Context: an optimization exercise on an open-source flow, tuned for small area, a short achievable clock period and few clock cycles per item. The choices shown serve that exercise and are no tape-out recipe. Function was checked by simulation only, so behaviour that the tests miss may differ from the original. Power figures rest on the tool's default switching activity, not on a simulated workload.

File: flow/config.mk
export PLATFORM = sky130hd
export DESIGN_NAME = drive_to_relative_point
export DESIGN_NICKNAME = drive_to_relative_point
export VERILOG_FILES = /design/flow/design.v
export SDC_FILE = /design/flow/constraint.sdc
export NUM_CORES = 4
export LEC_CHECK = 0
export CAP_MARGIN = 20
export CORE_MARGIN = 2
export CORE_UTILIZATION = 40
export SLEW_MARGIN = 20
File: flow/constraint.sdc
create_clock -name core_clock -period 11.0 [get_ports {i_clk}]
set_input_delay 2.2000 -clock core_clock [delete_from_list [all_inputs] [get_ports {i_clk}]]
set_output_delay 2.2000 -clock core_clock [all_outputs]
set_load 0.01 [all_outputs]
File: flow/design.v
`timescale 1ns / 1ps
package dtrp_pkg;
    localparam int MAG_W   = 31;
    localparam int SPEED_W = 15;
    localparam int ROOT_W  = 32;
    localparam int RAD_W   = 2 * ROOT_W;
    localparam int NUM_W   = MAG_W + SPEED_W;
    localparam int QUOT_W  = 16;
    localparam int OUT_W   = 16;
    localparam int CIDX_W  = 3;
    localparam int CDAT_W  = 32;
    typedef enum logic [1:0] {
        ACT_START  = 2'd0,
        ACT_UPDATE = 2'd1,
        ACT_TICK   = 2'd2
    } t_action;
    localparam logic [1:0] CAUSE_NONE    = 2'd0;
    localparam logic [1:0] CAUSE_REACHED = 2'd1;
    localparam logic [1:0] CAUSE_TIMEOUT = 2'd2;
    localparam logic [CIDX_W-1:0] REG_OFFSET_X   = 3'd0;
    localparam logic [CIDX_W-1:0] REG_OFFSET_Y   = 3'd1;
    localparam logic [CIDX_W-1:0] REG_TGT_HDG    = 3'd2;
    localparam logic [CIDX_W-1:0] REG_SPEED      = 3'd3;
    localparam logic [CIDX_W-1:0] REG_THRESHOLD  = 3'd4;
    localparam logic [CIDX_W-1:0] REG_TIMEOUT    = 3'd5;
    localparam logic [CIDX_W-1:0] REG_STOP       = 3'd6;
endpackage
`timescale 1ns / 1ps
import dtrp_pkg::*;
module dtrp_sqrt (
    input  logic [32:0] i_e,
    input  logic [31:0] i_r,
    input  logic [30:0] i_x,
    input  logic [30:0] i_y,
    input  logic        i_bx,
    input  logic        i_by,
    output logic [32:0] o_e,
    output logic [31:0] o_r
);
    logic [37:0] t, k3, d1, d2, d3;
    logic [32:0] rp1;
    assign t  = {3'b000, i_e, 2'b00}
              + (i_bx ? {5'b0, i_x, 2'b01} : 38'd0)
              + (i_by ? {5'b0, i_y, 2'b01} : 38'd0);
    assign k3 = {3'b000, i_r, 3'b000} + {4'b0000, i_r, 2'b00} + 38'd9;
    assign d1 = t - {4'b0000, i_r, 2'b01};
    assign d2 = t - {3'b000, i_r, 3'b100};
    assign d3 = t - k3;
    assign rp1 = {1'b0, i_r} + 33'd1;
    always_comb begin
        if (!d3[37]) begin
            o_e = d3[32:0];
            o_r = {rp1[30:0], 1'b1};
        end else if (!d2[37]) begin
            o_e = d2[32:0];
            o_r = {rp1[30:0], 1'b0};
        end else if (!d1[37]) begin
            o_e = d1[32:0];
            o_r = {i_r[30:0], 1'b1};
        end else begin
            o_e = t[32:0];
            o_r = {i_r[30:0], 1'b0};
        end
    end
endmodule
`timescale 1ns / 1ps
import dtrp_pkg::*;
module dtrp_div (
    input  logic [31:0] i_rem,
    input  logic [30:0] i_a,
    input  logic [31:0] i_r,
    input  logic        i_bit,
    output logic [31:0] o_rem,
    output logic [1:0]  o_qd
);
    logic [34:0] t, d1, d2;
    assign t  = {2'b00, i_rem, 1'b0} + (i_bit ? {4'b0000, i_a} : 35'd0);
    assign d1 = t - {3'b000, i_r};
    assign d2 = t - {2'b00, i_r, 1'b0};
    always_comb begin
        if (!d2[34]) begin
            o_rem = d2[31:0];
            o_qd  = 2'd2;
        end else if (!d1[34]) begin
            o_rem = d1[31:0];
            o_qd  = 2'd1;
        end else begin
            o_rem = t[31:0];
            o_qd  = 2'd0;
        end
    end
endmodule
`timescale 1ns / 1ps
import dtrp_pkg::*;
module dtrp_rot (
    input  logic [32:0]      i_mag,
    input  logic             i_neg,
    output logic [OUT_W-1:0] o_vel_rot
);
    logic [11:0] m12;
    logic [9:0]  q5;
    logic [2:0]  r5;
    logic [4:0]  frac;
    logic [14:0] v;
    logic        big;
    assign m12  = i_mag[11:0];
    assign q5   = 10'(m12 / 12'd5);
    assign r5   = 3'(m12 % 12'd5);
    assign big  = (i_mag >= 33'd3840);
    always_comb begin
        case (r5)
            3'd1:    frac = 5'd6;
            3'd2:    frac = 5'd12;
            3'd3:    frac = 5'd19;
            3'd4:    frac = 5'd25;
            default: frac = 5'd0;
        endcase
    end
    assign v = big ? 15'd24576 : {q5, frac};
    assign o_vel_rot = i_neg ? (16'd0 - {1'b0, v}) : {1'b0, v};
endmodule
`timescale 1ns / 1ps
import dtrp_pkg::*;
module drive_to_relative_point #(
    parameter int POS_WIDTH     = 32,
    parameter int VEL_FRAC_BITS = 15
) (
    input  logic                 i_clk,
    input  logic                 i_rst_n,
    input  logic                 i_cfg_we,
    input  logic [CIDX_W-1:0]    i_cfg_idx,
    input  logic [CDAT_W-1:0]    i_cfg_wdata,
    input  logic                 i_in_valid,
    output logic                 o_in_ready,
    input  logic [1:0]           i_action,
    input  logic [POS_WIDTH-1:0] i_pos_x,
    input  logic [POS_WIDTH-1:0] i_pos_y,
    input  logic [31:0]          i_yaw,
    output logic                 o_out_valid,
    input  logic                 i_out_ready,
    output logic [OUT_W-1:0]     o_vel_x,
    output logic [OUT_W-1:0]     o_vel_y,
    output logic [OUT_W-1:0]     o_vel_rot,
    output logic                 o_finished,
    output logic [1:0]           o_finish_cause,
    output logic                 o_stop_drive
);
    localparam int QD = 4;      
    localparam int QA = 2;      
    typedef enum logic [2:0] {
        S_IDLE, S_CLAMP, S_ABS, S_LZ, S_SQ, S_END
    } t_front;
    typedef enum logic [1:0] {
        D_EMPTY, D_BUSY, D_DONE
    } t_div;
    logic [31:0]        r_off_x, r_off_y, r_tgt_hdg;
    logic [SPEED_W-1:0] r_speed;
    logic [15:0]        r_thresh;
    logic [23:0]        r_tmo;
    logic               r_stop;
    logic [31:0]        r_goal_x, r_goal_y;
    logic               r_running;
    logic [23:0]        r_ticks;
    t_front             s_state;
    logic               r_in_ready;
    logic [32:0]        r_dx, r_dy, r_err;
    logic               r_xneg, r_yneg, r_eneg, r_shift;
    logic [30:0]        r_x, r_y;
    logic [32:0]        r_e;
    logic [31:0]        r_r;
    logic [4:0]         r_ptr;
    logic               r_bx, r_by;
    t_div               d_state;
    logic [30:0]        d_ax, d_ay;
    logic [31:0]        d_r, d_remx, d_remy;
    logic [SPEED_W-1:0] d_qx, d_qy;
    logic               d_xneg, d_yneg;
    logic [OUT_W-1:0]   d_rot;
    logic [3:0]         d_j;
    logic               d_bit;
    logic [4:0]         q_mem [QD];
    logic [QA-1:0]      q_wr, q_rd;
    logic [QA:0]        q_cnt;
    logic               r_out_valid;
    logic [OUT_W-1:0]   r_o_vx, r_o_vy, r_o_vrot;
    logic               r_o_fin, r_o_sdrv;
    logic [1:0]         r_o_cause;
    always_ff @(posedge i_clk) begin
        if (!i_rst_n) begin
            r_off_x   <= '0;
            r_off_y   <= '0;
            r_tgt_hdg <= '0;
            r_speed   <= '0;
            r_thresh  <= 16'd256;
            r_tmo     <= '0;
            r_stop    <= 1'b0;
        end else if (i_cfg_we) begin
            case (i_cfg_idx)
                REG_OFFSET_X:  r_off_x   <= i_cfg_wdata;
                REG_OFFSET_Y:  r_off_y   <= i_cfg_wdata;
                REG_TGT_HDG:   r_tgt_hdg <= i_cfg_wdata;
                REG_SPEED:     r_speed   <= i_cfg_wdata[SPEED_W-1:0];
                REG_THRESHOLD: r_thresh  <= i_cfg_wdata[15:0];
                REG_TIMEOUT:   r_tmo     <= i_cfg_wdata[23:0];
                REG_STOP:      r_stop    <= i_cfg_wdata[0];
                default: ;
            endcase
        end
    end
    logic        accept;
    logic [32:0] sum_x, sum_y, dif_x, dif_y, err;
    logic [23:0] n_ticks;
    logic        tmo_hit;
    logic [31:0] ax32, ay32;
    logic        wide;
    logic [30:0] nz;
    logic [4:0]  lead;
    logic        lead_bx, lead_by;
    logic [32:0] e_n;
    logic [31:0] r_n;
    logic [4:0]  ptr_m1;
    logic [OUT_W-1:0] rot;
    logic        reached;
    logic        q_push, q_pop, pop_upd, d_free, q_room;
    logic [4:0]  q_in;
    logic [4:0]  q_head;
    logic        head_ok, can_load;
    t_front      s_next;
    logic [3:0]  spd_lead;
    assign accept  = i_in_valid && r_in_ready;
    assign sum_x   = 33'($signed(i_pos_x)) + 33'($signed(r_off_x));
    assign sum_y   = 33'($signed(i_pos_y)) + 33'($signed(r_off_y));
    assign dif_x   = 33'($signed(r_goal_x)) - 33'($signed(i_pos_x));
    assign dif_y   = 33'($signed(r_goal_y)) - 33'($signed(i_pos_y));
    assign err     = 33'($signed(r_tgt_hdg)) - 33'($signed(i_yaw));
    assign n_ticks = (r_ticks != '1) ? (r_ticks + 24'd1) : r_ticks;
    assign tmo_hit = (r_tmo != '0) && (n_ticks >= r_tmo);
    assign ax32 = r_dx[32] ? 32'(33'd0 - r_dx) : r_dx[31:0];
    assign ay32 = r_dy[32] ? 32'(33'd0 - r_dy) : r_dy[31:0];
    assign wide = ax32[31] | ay32[31];
    assign nz = r_dx[30:0] | r_dy[30:0];
    always_comb begin
        lead = '0;
        for (int i = 0; i < 31; i++) begin
            if (nz[i]) lead = 5'(i);
        end
    end
    assign lead_bx = r_dx[lead];
    assign lead_by = r_dy[lead];
    assign ptr_m1  = r_ptr - 5'd1;
    dtrp_sqrt u_sqrt (
        .i_e  (r_e),
        .i_r  (r_r),
        .i_x  (r_x),
        .i_y  (r_y),
        .i_bx (r_bx),
        .i_by (r_by),
        .o_e  (e_n),
        .o_r  (r_n)
    );
    dtrp_rot u_rot (
        .i_mag     (r_err),
        .i_neg     (r_eneg),
        .o_vel_rot (rot)
    );
    assign reached = !r_shift && (r_r <= {16'd0, r_thresh});
    always_comb begin
        spd_lead = '0;
        for (int i = 0; i < SPEED_W; i++) begin
            if (r_speed[i]) spd_lead = 4'(i);
        end
    end
    assign q_head   = q_mem[q_rd];
    assign can_load = !r_out_valid || i_out_ready;
    assign head_ok  = (q_cnt != '0) && (!q_head[4] || (d_state == D_DONE));
    assign q_pop    = can_load && head_ok;
    assign pop_upd  = q_pop && q_head[4];
    assign d_free   = (d_state == D_EMPTY) || pop_upd;
    assign q_room   = (q_cnt != (QA+1)'(QD));
    always_comb begin
        q_push = 1'b0;
        q_in   = 5'b0;
        s_next = s_state;
        case (s_state)
            S_IDLE: begin
                if (accept) begin
                    case (i_action)
                        ACT_START: begin
                            q_push = 1'b1;
                            s_next = S_CLAMP;
                        end
                        ACT_UPDATE: begin
                            if (r_running) s_next = S_ABS;
                            else           q_push = 1'b1;
                        end
                        ACT_TICK: begin
                            q_push = 1'b1;
                            if (r_running && tmo_hit)
                                q_in = {1'b0, 1'b1, CAUSE_TIMEOUT, r_stop};
                        end
                        default: q_push = 1'b1;
                    endcase
                end
            end
            S_CLAMP: s_next = S_IDLE;
            S_ABS:   s_next = S_LZ;
            S_LZ:    s_next = (nz == '0) ? S_END : S_SQ;
            S_SQ:    if (r_ptr == '0) s_next = S_END;
            S_END: begin
                if (d_free && q_room) begin
                    q_push = 1'b1;
                    q_in   = reached ? {1'b1, 1'b1, CAUSE_REACHED, r_stop}
                                     : {1'b1, 1'b0, CAUSE_NONE, 1'b0};
                    s_next = S_IDLE;
                end
            end
            default: s_next = S_IDLE;
        endcase
    end
    always_ff @(posedge i_clk) begin
        if (!i_rst_n) begin
            s_state    <= S_IDLE;
            r_in_ready <= 1'b1;
            r_goal_x   <= '0;
            r_goal_y   <= '0;
            r_running  <= 1'b0;
            r_ticks    <= '0;
        end else begin
            s_state    <= s_next;
            r_in_ready <= (s_next == S_IDLE) &&
                          ((q_cnt + (QA+1)'(q_push) - (QA+1)'(q_pop)) != (QA+1)'(QD));
            if (accept) begin
                case (i_action)
                    ACT_START: begin
                        r_ticks   <= '0;
                        r_running <= 1'b1;
                    end
                    ACT_TICK: begin
                        if (r_running) begin
                            r_ticks <= n_ticks;
                            if (tmo_hit) r_running <= 1'b0;
                        end
                    end
                    default: ;
                endcase
            end
            if (s_state == S_CLAMP) begin
                r_goal_x <= (r_dx[32:31] == 2'b01) ? 32'h7FFF_FFFF :
                            (r_dx[32:31] == 2'b10) ? 32'h8000_0000 : r_dx[31:0];
                r_goal_y <= (r_dy[32:31] == 2'b01) ? 32'h7FFF_FFFF :
                            (r_dy[32:31] == 2'b10) ? 32'h8000_0000 : r_dy[31:0];
            end
            if (s_state == S_END && s_next == S_IDLE && reached) begin
                r_running <= 1'b0;
            end
        end
    end
    always_ff @(posedge i_clk) begin
        case (s_state)
            S_IDLE: begin
                r_dx  <= (i_action == ACT_START) ? sum_x : dif_x;
                r_dy  <= (i_action == ACT_START) ? sum_y : dif_y;
                r_err <= err;
            end
            S_ABS: begin
                r_dx    <= {2'b00, wide ? ax32[31:1] : ax32[30:0]};
                r_dy    <= {2'b00, wide ? ay32[31:1] : ay32[30:0]};
                r_xneg  <= r_dx[32];
                r_yneg  <= r_dy[32];
                r_shift <= wide;
                r_err   <= r_err[32] ? (33'd0 - r_err) : r_err;
                r_eneg  <= r_err[32];
                r_x     <= '0;
                r_y     <= '0;
                r_e     <= '0;
                r_r     <= '0;
            end
            S_LZ: begin
                r_ptr <= lead;
                r_bx  <= lead_bx;
                r_by  <= lead_by;
                r_err <= {17'd0, rot};
            end
            S_SQ: begin
                r_e   <= e_n;
                r_r   <= r_n;
                r_x   <= {r_x[29:0], r_bx};
                r_y   <= {r_y[29:0], r_by};
                r_ptr <= ptr_m1;
                r_bx  <= r_dx[ptr_m1];
                r_by  <= r_dy[ptr_m1];
            end
            default: ;
        endcase
    end
    logic [31:0] remx_n, remy_n;
    logic [1:0]  qdx, qdy;
    logic [3:0]  j_m1;
    logic        handoff;
    assign handoff = (s_state == S_END) && (s_next == S_IDLE);
    assign j_m1    = d_j - 4'd1;
    dtrp_div u_divx (
        .i_rem (d_remx),
        .i_a   (d_ax),
        .i_r   (d_r),
        .i_bit (d_bit),
        .o_rem (remx_n),
        .o_qd  (qdx)
    );
    dtrp_div u_divy (
        .i_rem (d_remy),
        .i_a   (d_ay),
        .i_r   (d_r),
        .i_bit (d_bit),
        .o_rem (remy_n),
        .o_qd  (qdy)
    );
    always_ff @(posedge i_clk) begin
        if (!i_rst_n) begin
            d_state <= D_EMPTY;
        end else if (handoff) begin
            d_state <= ((r_r == '0) || (r_speed == '0)) ? D_DONE : D_BUSY;
        end else if (pop_upd) begin
            d_state <= D_EMPTY;
        end else if (d_state == D_BUSY && d_j == '0) begin
            d_state <= D_DONE;
        end
    end
    always_ff @(posedge i_clk) begin
        if (handoff) begin
            d_ax   <= r_x;
            d_ay   <= r_y;
            d_r    <= r_r;
            d_remx <= '0;
            d_remy <= '0;
            d_qx   <= '0;
            d_qy   <= '0;
            d_xneg <= r_xneg;
            d_yneg <= r_yneg;
            d_rot  <= r_err[OUT_W-1:0];
            d_j    <= spd_lead;
            d_bit  <= 1'b1;
        end else if (d_state == D_BUSY) begin
            d_remx <= remx_n;
            d_remy <= remy_n;
            d_qx   <= {SPEED_W'(d_qx + SPEED_W'(qdx[1])), qdx[0]};
            d_qy   <= {SPEED_W'(d_qy + SPEED_W'(qdy[1])), qdy[0]};
            d_j    <= j_m1;
            d_bit  <= r_speed[j_m1];
        end
    end
    always_ff @(posedge i_clk) begin
        if (!i_rst_n) begin
            q_wr  <= '0;
            q_rd  <= '0;
            q_cnt <= '0;
        end else begin
            if (q_push) begin
                q_mem[q_wr] <= q_in;
                q_wr        <= q_wr + 1'b1;
            end
            if (q_pop) q_rd <= q_rd + 1'b1;
            q_cnt <= q_cnt + (QA+1)'(q_push) - (QA+1)'(q_pop);
        end
    end
    logic [OUT_W-1:0] vx, vy;
    assign vx = d_xneg ? (OUT_W'(0) - OUT_W'(d_qx)) : OUT_W'(d_qx);
    assign vy = d_yneg ? (OUT_W'(0) - OUT_W'(d_qy)) : OUT_W'(d_qy);
    always_ff @(posedge i_clk) begin
        if (!i_rst_n) begin
            r_out_valid <= 1'b0;
        end else if (can_load) begin
            r_out_valid <= head_ok;
        end
    end
    always_ff @(posedge i_clk) begin
        if (q_pop) begin
            r_o_vx    <= q_head[4] ? vx    : '0;
            r_o_vy    <= q_head[4] ? vy    : '0;
            r_o_vrot  <= q_head[4] ? d_rot : '0;
            r_o_fin   <= q_head[3];
            r_o_cause <= q_head[2:1];
            r_o_sdrv  <= q_head[0];
        end
    end
    assign o_in_ready     = r_in_ready;
    assign o_out_valid    = r_out_valid;
    assign o_vel_x        = r_o_vx;
    assign o_vel_y        = r_o_vy;
    assign o_vel_rot      = r_o_vrot;
    assign o_finished     = r_o_fin;
    assign o_finish_cause = r_o_cause;
    assign o_stop_drive   = r_o_sdrv;
endmodule
File: flow/run.sh
#!/bin/bash
# synth_recipe.tcl (not shown) runs the flow's synth.tcl, then flattens the netlist and writes it again
# the make line also repeats each setting of config.mk as NAME=value (left out here)
make -C /OpenROAD-flow-scripts/flow DESIGN_CONFIG=/design/flow/config.mk WORK_HOME=/design/flow/orfs CLKGATE_MAP_FILE= SYNTH_SCRIPT=/design/flow/synth_recipe.tcl finish
==> flow_summary.yaml <==
detailed_routing:
  first_iter_violations: 5049
  wl_microns: 199000
  drcViolationCount: 0
  vias: 57400
  via_per_inst: 5.63
  drt_pass1_iterations: 6
  postRouteAntennaNets: 0
  wl_per_cell_microns: 19.6
grt:
  overflow: 0
  grt_pass1_vias: 55000
  antenna_found_initial: 16
  grt_pass1_wl_microns: 312000
  grt_usage_pct: 23.3
  grt_max_degree: 122
sta:
  timing.fmax_mhz: 115
  finalMaxSlewViolations: 0
  hold_viol: 0
  setup_viol: 0
  whs_ps: 441
  slew_headroom_pct: 16.7
  setup_tns_ps: 0
  fin_crit_ps: 8660
  setup_ws_ps: 2340
  rsz0062_at_grt: "no"
  fin_skew_ps: 61.6
  tightest_slew_ps: 1250
  period_share_pct: 78.7
place:
  place_area_sq_mm: 0.0690
  dp.cells: 10000
  io_buffer_count: 191
  place_ws_ps: 2460
  dp_hpwl_microns: 149000
  place_congestion: 0.913
synth:
  synthMostInstantiatedCell: "nand2_1"
  syn_nets: 8758
  netlist_top_cells_count: "nand2_1 (915), ha_1 (627), a21oi_1 (617), inv_1 (602), o21ai_0 (597)"
  synthFlopType: "edfxtp_1"
  yosys.area_share.simple_pct: 18.2
  synthMuxAreaShare_pct: 1.67
  synth_compound_gate_area_share_pct: 22.6
  ys_seq_area_share_pct: 30.4
  synth_top_family_by_area: "compound AO/OA/AOI/OAI gates"
  synthXorXnorAreaFrac_pct: 8.00
  syn-mean-instance-area_sq_um: 8.20
  synth-edff-count: 425
  synth.top_cell.area_share_pct: 19.6
  ys_ff_latch: 777
  netlist_area_sq_mm: 0.0652
  syn_inst: 7945
  yosys.area_share.adder_pct: 13.5
  synthArstFlopShare_pct: 0
  synth_cell_types: 104
  yosysTopAreaCell: "edfxtp_1"
  yosys_warnings: 4
  synth.area.top_cells: "edfxtp_1 (20%), ha_1 (12%), dfxtp_1 (11%)"
critical_path:
  path_max_fanout: 14
  reg2reg_from: "r_r[1]"
  required_ps: 11420
  worst-setup-path-type: "reg2reg"
  max_stage_delay_ps: 670
  r2r_end: "r_r[31]"
  r2r_slack_ps: 2340
  startpoint_type: "flop"
  crit_arrival_ps: 9080
  startpoint: "r_r[1]"
  path_common_cell: "a21oi_1"
  crit_path_end_kind: "flop"
  cp_slowest_cell: "nor4b_1"
  r2r_cells: 33
job:
  maxCapViolCount: 0
cells_and_area:
  multi_input_area_sq_mm: 0.0419
  syn_to_final_growth_pct: 10.8
  finalNonFillerCells: 10200
  drive_above_1_share_pct: 4.18
  final-seq-area_sq_mm: 0.0198
  fin_area_sq_mm: 0.0723
  num-fill-cells: 16000
  final_net_count: 8743
  final_util_pct: 44.5
power_and_ir_drop:
  comb_power_share_pct: 29.6
  p_clk_share_pct: 33.7
  swShare_pct: 34.5
  p_per_area_mw_per_mm2: 135
  max-vdd-ir-drop_v: 0.000132
  seq_power_share_pct: 36.7
  p_int_mw: 6.40
  p_leak_nw: 29.8
  switchingPower_mw: 3.38
  finalPower_mw: 9.78
clock_tree:
  clock-sinks: 777
  cts_tree: "done"
  clock-root-buffer: "clkbuf_16"
  postCtsHoldBufs: 0
  clk_latency_ps: 730
  path_clk_slew_ps: 60
  clk_path_buf_depth: 3
  cts.repair.resized: 0
  cts_made_buffers: 93
  htree_levels: 3
  post-cts-setup-buffers: 0
die:
  rows: 148
  dieArea_sq_mm: 0.166
  core_sq_mm: 0.162
  dieHeight_microns: 408
  dieWidth_microns: 408
  ioPinCount: 192
  start_util_pct: 40.2
min_path:
  hold_path.class: "reg2reg"
  worstHoldStart: "r_x[23]"
  min_path_cells: 0
  min_to: "d_ax[23]"
outcome:
  status: "finished clean"
-- power groups by stage --
| stage | clock network (mW) | logic [mW] | registers, mW |
|---|---|---|---|
| after floorplan | 0 | 2.12 | 3.51 |
| final | 3.30 | 2.89 | 3.59 |
| after global routing | 3.48 | 3.19 | 3.62 |
| after global placement | 0 | 2.81 | 3.64 |
| after detailed placement | 0 | 2.85 | 3.64 |
| after CTS | 3.37 | 2.87 | 3.58 |
-- area by class of cell --
type	count	share of cell area, %
Multi-Input combinational cell	6204	57.9
Sequential cell	777	27.4
Timing Repair Buffer	250	3.27
Clock buffer	115	3.48
Tap cell	2175	3.77
Antenna cell	7	0.0242
Clock inverter	59	0.987
Inverter	604	3.14
-- placed cells by master (no fill, tap or decap), types with 25 or more instances in the layout --
master / count
a211oi_1: 110
a21boi_0: 187
a21o_1: 148
a21oi_1: 616
a22oi_1: 64
a31oi_1: 55
and2_1: 179
and3_1: 65
buf_4: 58
clkbuf_16: 94
clkdlybuf4s50_1: 190
dfxtp_1: 352
edfxtp_1: 425
fa_1: 48
ha_1: 627
inv_1: 599
mux2i_1: 73
nand2_1: 913
nand2b_1: 94
nand3_1: 160
nand4_1: 34
nor2_1: 578
nor2b_1: 117
nor3_1: 129
nor4_1: 61
o211ai_1: 52
o21a_1: 92
o21ai_0: 595
o21bai_1: 56
o221ai_1: 25
o22ai_1: 34
o31ai_1: 59
or2_2: 37
or3_1: 47
or4_1: 34
xnor2_1: 353
xor2_1: 235
-- metal layers --
layer | share of wire (%) | wire, microns | up-vias | track usage [%]
li1 | - | - | 28300 | -
met1 | 47 | 94600 | 27300 | 32.8
met2 | 44 | 86900 | 1581 | 36.5
met3 | 5.5 | 11000 | 296 | 2.87
met4 | 3.4 | 6720 | 2 | 8.15
met5 | 0.0065 | 13 | - | 0
-- how the worst max path moves through the flow --
stage	endpoint	slack, ps
2_1_floorplan	d_ax[0]	2470
3_3_place_gp	r_r[30]	2580
3_5_place_dp	r_r[31]	2460
4_1_cts	r_r[31]	2450
5_1_grt	r_r[31]	1600
6_report	r_r[31]	2340
-- logic make-up after synthesis --
logic type	after synthesis
AOI/OAI and AO/OA	2318
and+or+nand+nor	2527
xor gates and xnor gates	591
adders and majority gates	676
buffers and inverters	964
DFF	777
muxes	92
-- critical path, delay by kind of cell, from the launching register on --
kind	cells	cell delay (ps)
AO/OA/AOI/OAI	20	4290
adder cells (fa/ha/maj)	4	1400
buffers and inverters	2	100
flip-flops	1	530
AND/OR/NAND/NOR	7	2080
-- sequential cells by signal, indices dropped and copies added (netlist names), 33 cells and up, named ones only --
signal / count
r_dx: 33
r_err: 33
r_dy: 33
r_e: 33
Testbench counts, summed over its fixed seeds: cycles 73,608, items 6,400.

-- re-timing with driven ports --
In the flow no input, the clock included, has a driving cell. The finished layout below was timed again as built, in two steps.
Step 1 assumes that a clkbuf_16 drives the clock port and a buf_2 every other input.
Step 2, shift: input delay + t, output delay - t, t = (earliest + latest rising clock arrival at the registers) / 2. This alone moves slack from input paths to output paths.
a / b / c = no drivers / after step 1 / after step 2; a / b = the first two.
t (ns): 0.791
setup WS [ns]: 2.338 / 2.338 / 2.338
worst data-port slew with drivers (ns): 0.19
cell pins on the clock port's net: 1
After both steps this run still meets setup and hold. For this run, drivers alone change the setup slack by 0.000 ns; drivers and shift together by 0.000 ns.
